What follows belongs to an exercise in optimizing a design on an open flow for small area, a short achievable clock period and few clock cycles; a production flow would make more cautious choices. In this exercise RTL edits were held to simulation tests only and were not proved equivalent to the original. Power is estimated from default activity; no workload was simulated.

== the previous run ==
==> flow/design.v (excerpt) <==
module energy_vad_endpoint_detector_core (
  input  logic        clk,
  input  logic        rst,
  input  logic        s_tvalid,
  output logic        s_tready,
  input  logic [15:0] s_tdata,
  input  logic [1:0]  s_tuser,
  input  logic        s_tlast,
  output logic        m_tvalid,
  input  logic        m_tready,
  output logic [7:0]  m_tdata,
  input  logic        cfg_we,
  input  logic [2:0]  cfg_index,
  input  logic [30:0] cfg_wdata
);
For scale: about 2,900 cells after synthesis, roughly 330 flip-flops, ~68 I/O pins.
Settings: LEC_CHECK=0, ABC_AREA=1, CAP_MARGIN=20, CORE_MARGIN=2, CORE_UTILIZATION=40, SLEW_MARGIN=20; clock period 10.0 ns.
standard.sh (not shown) runs the stock make flow with config.mk's settings and CLKGATE_MAP_FILE= SYNTH_SCRIPT=/design/flow/synth_recipe.tcl, a recipe that flattens the netlist after the stock synthesis.
==> flow/flow/run.sh <==
#!/bin/bash
# Layout flow: the standard ORFS flow, with the timing repair after
# clock-tree synthesis and global routing aiming for setup slack of
# REPAIR_MARGIN ns (the clock period and constraints are unchanged; only the
# repair target moves). Each step's full output is in orfs/logs/; make's own
# output goes to flow_make.log here.
set -euo pipefail
REPAIR_MARGIN=7.0
bash standard.sh SETUP_SLACK_MARGIN=$REPAIR_MARGIN finish > flow_make.log 2>&1
The previous run: done, clean on timing, DRC and antenna
Testbench counts of the previous run, summed over its fixed seeds: cycles 160,139.
Modified inputs, the current run compared to the previous run
- ABC_AREA: 1 -> unset
- Relative to the previous run, the area inside the core boundary measured on the current run has decreased by a few percent.
- Lower distinct cell type count after synthesis goes to the previous run over the current run.
- Diff the previous run -> the current run: fraction of area in multi-input gates rose by 4.3 points, clock buffer and inverter area fraction after layout fell by 0.81 points.
- Relative to the previous run, the sum of internal, switching and leakage power measured on the current run has increased by a few percent.
- The current run against the previous run: final cell count went down 14%, final hold slack went up 0.0057 ns, area growth from synthesis to final layout went up 5.8 points.
- Compared with the previous run, the current run shows height of the die lower by about 1.8%.
- The flow did not stop early for the current run: all stages ran, and the layout cleared the timing, DRC and antenna checks.

Another version of the RTL of energy_vad_endpoint_detector_core (not shown whole).
Size in the first run: ~2700 cells after synthesis, roughly 21000 um2 of cells after synthesis.
==> flow/config.mk <==
export PLATFORM = sky130hd
export DESIGN_NAME = energy_vad_endpoint_detector_core
export DESIGN_NICKNAME = energy_vad_endpoint_detector_core
export VERILOG_FILES = /design/flow/design.v
export SDC_FILE = /design/flow/constraint.sdc
export NUM_CORES = 4
export LEC_CHECK = 0
export ABC_AREA = 1
export CAP_MARGIN = 20
export CORE_MARGIN = 2
export CORE_UTILIZATION = 65
export PLACE_DENSITY = 0.65
export SLEW_MARGIN = 20
==> flow/constraint.sdc <==
create_clock -name core_clock -period 10.0 [get_ports {clk}]
set_input_delay 2.0000 -clock core_clock [delete_from_list [all_inputs] [get_ports {clk}]]
set_output_delay 2.0000 -clock core_clock [all_outputs]
set_load 0.01 [all_outputs]
==> flow/flow/run.sh <==
#!/bin/bash
# Layout flow: the standard ORFS flow, with two changes to how the layout
# is made (the clock period and constraints are unchanged):
#  - the timing repair after floorplan, clock-tree synthesis and global
#    routing aims for setup slack of REPAIR_MARGIN ns;
#  - every input and output port still gets its own buffer, but a plain
#    buf_1 (the repair resizes it where timing needs) instead of a delay cell.
# Each step's full output is in orfs/logs/; make's own output goes to
# flow_make.log here.
set -euo pipefail
REPAIR_MARGIN=7.0
bash standard.sh SETUP_SLACK_MARGIN=$REPAIR_MARGIN \
  "BUFFER_PORTS_ARGS=-buffer_cell sky130_fd_sc_hd__buf_1" finish > flow_make.log 2>&1
Testbench counts at the start, summed over its fixed seeds: cycles 160,139.
Edit:
- PLACE_DENSITY: 0.65 -> 0.75
Effect: The new run went through all stages and came out clean; worst hold slack loses 0.0038 ns; die area stays the same; synthesized area does not change; sequential power hardly moves; global-route usage is higher by 0.35 points.

Another version of the RTL of energy_vad_endpoint_detector_core (not shown whole).
Size: roughly 2,700 cells after synthesis, roughly 68 I/O pins, ~0.022 mm² of cells after synthesis.
export LEC_CHECK = 0
export ABC_AREA = 1
export CAP_MARGIN = 20
export CORE_MARGIN = 2
export CORE_UTILIZATION = 75
export PLACE_DENSITY = 0.85
export SLEW_MARGIN = 20
create_clock -name core_clock -period 10.0 [get_ports {clk}]
Scripts as last shown in full above: flow/flow/run.sh
Testbench counts at the start, summed over its fixed seeds: cycles 160,139.
Change:
--- a/flow/config.mk
+++ b/flow/config.mk
@@ -10,4 +10,4 @@
 export CORE_MARGIN = 2
-export CORE_UTILIZATION = 75
-export PLACE_DENSITY = 0.85
+export CORE_UTILIZATION = 65
+export PLACE_DENSITY = 0.75
 export SLEW_MARGIN = 20
Result: Sequential power hardly moves. Wire length is lower by a little under a tenth. Core utilization drops by 11 points. Power decreases by a few percent. Setup slack improves by 0.033 ns.

== PW ==
energy_vad_endpoint_detector_core again, from the RTL that the note above started with.
==> flow/config.mk <==
export PLATFORM = sky130hd
export DESIGN_NAME = energy_vad_endpoint_detector_core
export DESIGN_NICKNAME = energy_vad_endpoint_detector_core
export VERILOG_FILES = /design/flow/design.v
export SDC_FILE = /design/flow/constraint.sdc
export NUM_CORES = 4
export LEC_CHECK = 0
export ABC_AREA = 1
export CAP_MARGIN = 20
export CORE_MARGIN = 2
export CORE_UTILIZATION = 40
export CTS_BUF_LIST = sky130_fd_sc_hd__clkbuf_4 sky130_fd_sc_hd__clkbuf_8
export SLEW_MARGIN = 20
==> flow/constraint.sdc <==
create_clock -name core_clock -period 10.0 [get_ports {clk}]
set_input_delay 2.0000 -clock core_clock [delete_from_list [all_inputs] [get_ports {clk}]]
set_output_delay 2.0000 -clock core_clock [all_outputs]
set_load 0.01 [all_outputs]
Scripts as last shown in full above: flow/flow/run.sh
PW completed; timing, DRC and antenna clean
Testbench counts of PW, summed over its fixed seeds: cycles 160,139.
Here is what was changed in the inputs of AL compared with PW.
-- flow/config.mk --
<<< PW, line 11
export CORE_UTILIZATION = 40
export CTS_BUF_LIST = sky130_fd_sc_hd__clkbuf_4 sky130_fd_sc_hd__clkbuf_8
export SLEW_MARGIN = 20
>>> AL, line 11
export CORE_UTILIZATION = 40
export SLEW_MARGIN = 20
Results
Having completed the whole flow, AL delivered a layout that passed the timing, DRC and antenna checks.
PW went all the way through the flow, and no timing, DRC or antenna check failed.
AL ends up with a fraction of power consumed by combinational cells that is 0.2 points higher than in PW.
Taking PW as the reference, in AL internal reg-to-reg setup slack went down 0.02 ns, transition time of the tightest slew-check pin went up 0.13 ns.

static timing again, ports no longer ideal:
Ports are ideal in the flow. The routed layouts listed here were re-timed in OpenROAD. Step 1 assumes that a clkbuf_16 drives the clock port and a buf_2 every other input. Step 2, shift: input delay + t, output delay - t, t = (earliest + latest rising clock arrival at the registers) / 2. This alone moves slack from input paths to output paths. Slacks: no drivers / after step 1 / after step 2; pairs: no drivers / after step 1.
run	shift t [ns]	slack for setup (ns)	worst data-port slew with drivers (ns)
the previous run	0.619	6.915 / 6.864 / 6.312	0.05
the current run	0.619	6.542 / 6.542 / 6.235	0.04
the first run of note 2	0.583	6.969 / 6.916 / 6.571	0.06
the second run of note 2	0.603	6.952 / 6.895 / 6.570	0.06
the first run of note 3	0.579	6.927 / 6.924 / 6.483	0.07
the second run of note 3	0.600	6.960 / 6.905 / 6.512	0.08
PW	0.703	6.856 / 6.803 / 6.482	0.04
AL	0.596	6.946 / 6.889 / 6.561	0.04
After both steps setup and hold are still met in every run listed. The setup slack of the previous run, which loses most, moves by -0.051 ns with the drivers and by -0.603 ns with both steps.
